This is an optimization exercise on Yosys and OpenROAD, whose aim is small area, not a production implementation. Only simulation tests tie the RTL to the original design; equivalence was not proved.

==> flow/design.v <==
module column_pool_writer #(
    parameter int IMG_ROW = 54,
    parameter int SHIFT   = 4,
    parameter int ADDR_W  = 12
) (
    input  logic                    clk,
    input  logic                    reset,
    input  logic                    frame_start,
    input  logic [ADDR_W-1:0]       base_addr,
    input  logic                    pool_en,
    input  logic [IMG_ROW-1:0]      in_done,
    input  logic [IMG_ROW*16-1:0]   in_value,
    output logic                    wr_en,
    output logic [ADDR_W-1:0]       wr_addr,
    output logic [IMG_ROW*8-1:0]    wr_data,
    output logic                    busy,
    output logic                    overrun
);
    logic [IMG_ROW-1:0]        mask;
    logic [IMG_ROW-1:0][7:0]   acc;        
    logic [IMG_ROW-1:0][7:0]   acc_nxt;
    logic                      phase;
    logic                      pool_q;
    logic [ADDR_W-1:0]         addr_cnt;
    logic                      col_done;
    logic                      do_write;
    function automatic logic [7:0] quantize(input logic [15:0] v);
        logic signed [15:0] s;
        s = $signed(v) >>> SHIFT;
        if (s > 16'sd127)
            quantize = 8'h7F;
        else if (s < -16'sd128)
            quantize = 8'h80;
        else
            quantize = s[7:0];
    endfunction
    assign col_done = &(mask | in_done);
    assign do_write = !frame_start && col_done && !(pool_q && !phase);
    assign busy     = (mask != '0) | phase;
    always_comb begin
        for (int i = 0; i < IMG_ROW; i++) begin
            logic [7:0] q;
            q = quantize(in_value[i*16 +: 16]);
            acc_nxt[i] = acc[i];
            if (in_done[i] && !mask[i] && (!phase || ($signed(q) > $signed(acc[i]))))
                acc_nxt[i] = q;
        end
    end
    always_ff @(posedge clk) begin
        acc <= acc_nxt;
    end
    always_ff @(posedge clk or posedge reset) begin
        if (reset) begin
            mask    <= '0;
            overrun <= 1'b0;
        end else if (frame_start) begin
            mask    <= '0;
            overrun <= 1'b0;
        end else begin
            if ((in_done & mask) != '0)
                overrun <= 1'b1;
            mask <= col_done ? '0 : (mask | in_done);
        end
    end
    always_ff @(posedge clk or posedge reset) begin
        if (reset) begin
            phase    <= 1'b0;
            pool_q   <= 1'b0;
            addr_cnt <= '0;
            wr_en    <= 1'b0;
            wr_addr  <= '0;
            wr_data  <= '0;
        end else begin
            wr_en <= do_write;
            if (frame_start) begin
                phase    <= 1'b0;
                pool_q   <= pool_en;
                addr_cnt <= base_addr;
            end else if (col_done) begin
                phase <= pool_q && !phase;
            end
            if (do_write) begin
                wr_addr  <= addr_cnt;
                addr_cnt <= addr_cnt + ADDR_W'(1);
                wr_data  <= acc_nxt;
            end
        end
    end
endmodule
Settings: LEC_CHECK=0, CAP_MARGIN=20, CORE_AREA=5 5 485 485, DIE_AREA=0 0 490 490, SLEW_MARGIN=20; clock period 6.0 ns.
run.sh (not shown) runs the stock make flow with config.mk's settings and CLKGATE_MAP_FILE= SYNTH_SCRIPT=/design/flow/synth_recipe.tcl, a recipe that flattens the netlist after the stock synthesis.
Next try:
--- a/flow/design.v
+++ b/flow/design.v
@@ -21,32 +21,34 @@
     logic [IMG_ROW-1:0][7:0]   acc_nxt;
     logic                      phase;
     logic                      pool_q;
     logic [ADDR_W-1:0]         addr_cnt;
     logic                      col_done;
     logic                      do_write;
+    function automatic logic fits(input logic [15:0] v);
+        fits = (v[15:11] == 5'b11111) || (v[15:11] == 5'b00000);
+    endfunction
     function automatic logic [7:0] quantize(input logic [15:0] v);
-        logic signed [15:0] s;
-        s = $signed(v) >>> SHIFT;
-        if (s > 16'sd127)
-            quantize = 8'h7F;
-        else if (s < -16'sd128)
-            quantize = 8'h80;
-        else
-            quantize = s[7:0];
+        quantize = fits(v) ? v[11:4] : {v[15], {7{!v[15]}}};
+    endfunction
+    function automatic logic qgt(input logic [15:0] v, input logic [7:0] b);
+        logic g;
+        g = 1'b0;
+        for (int k = 0; k < 7; k++)
+            g = (v[k+4] & !b[k]) | ((v[k+4] | !b[k]) & g);
+        g = (!v[11] & b[7]) | ((!v[11] | b[7]) & g);
+        qgt = fits(v) ? g : !v[15];
     endfunction
     assign col_done = &(mask | in_done);
     assign do_write = !frame_start && col_done && !(pool_q && !phase);
     assign busy     = (mask != '0) | phase;
     always_comb begin
         for (int i = 0; i < IMG_ROW; i++) begin
-            logic [7:0] q;
-            q = quantize(in_value[i*16 +: 16]);
             acc_nxt[i] = acc[i];
-            if (in_done[i] && !mask[i] && (!phase || ($signed(q) > $signed(acc[i]))))
-                acc_nxt[i] = q;
+            if (in_done[i] && !mask[i] && (!phase || qgt(in_value[i*16 +: 16], acc[i])))
+                acc_nxt[i] = quantize(in_value[i*16 +: 16]);
         end
     end
     always_ff @(posedge clk) begin
         acc <= acc_nxt;
     end
     always_ff @(posedge clk or posedge reset) begin
Result:
- count of clock-buffer cells in the layout increases by 5
- hold slack gets worse by 0.0099 ns
- routed wire length rises by 0.83%
- maximum frequency is higher by about 9%
- cell area came out lower by 7.8%
- setup slack is better by 0.38 ns
- final cell count goes down by 4.2%
- sequential cell count is unchanged
- via count falls by about 5%
- non-clock buffer count increases by 3

==> what the ideal ports hide <==
In the flow no input, the clock included, has a driving cell. The finished layouts below were timed again as built, in two steps. Step 1 sets driving cells, clkbuf_16 on the clock port and buf_2 on the other inputs (assumed; they add their load-dependent delay and slew). Step 2 also shifts input and output timing later by t, the mid clock arrival at the registers, as if the neighbouring blocks saw the same clock. Slacks: no drivers / after step 1 / after step 2; pairs: no drivers / after step 1.
run	t, ns	slack for setup (ns)	worst hold slack (ns)
the first run	0.831	1.226 / 1.123 / 0.840	0.485 / 0.485 / 0.485
the second run	0.827	1.607 / 1.526 / 1.088	0.475 / 0.475 / 0.475
After both steps every run listed still meets setup and hold. The setup slack of the second run, which loses most, moves by -0.081 ns with the drivers and by -0.519 ns with both steps.
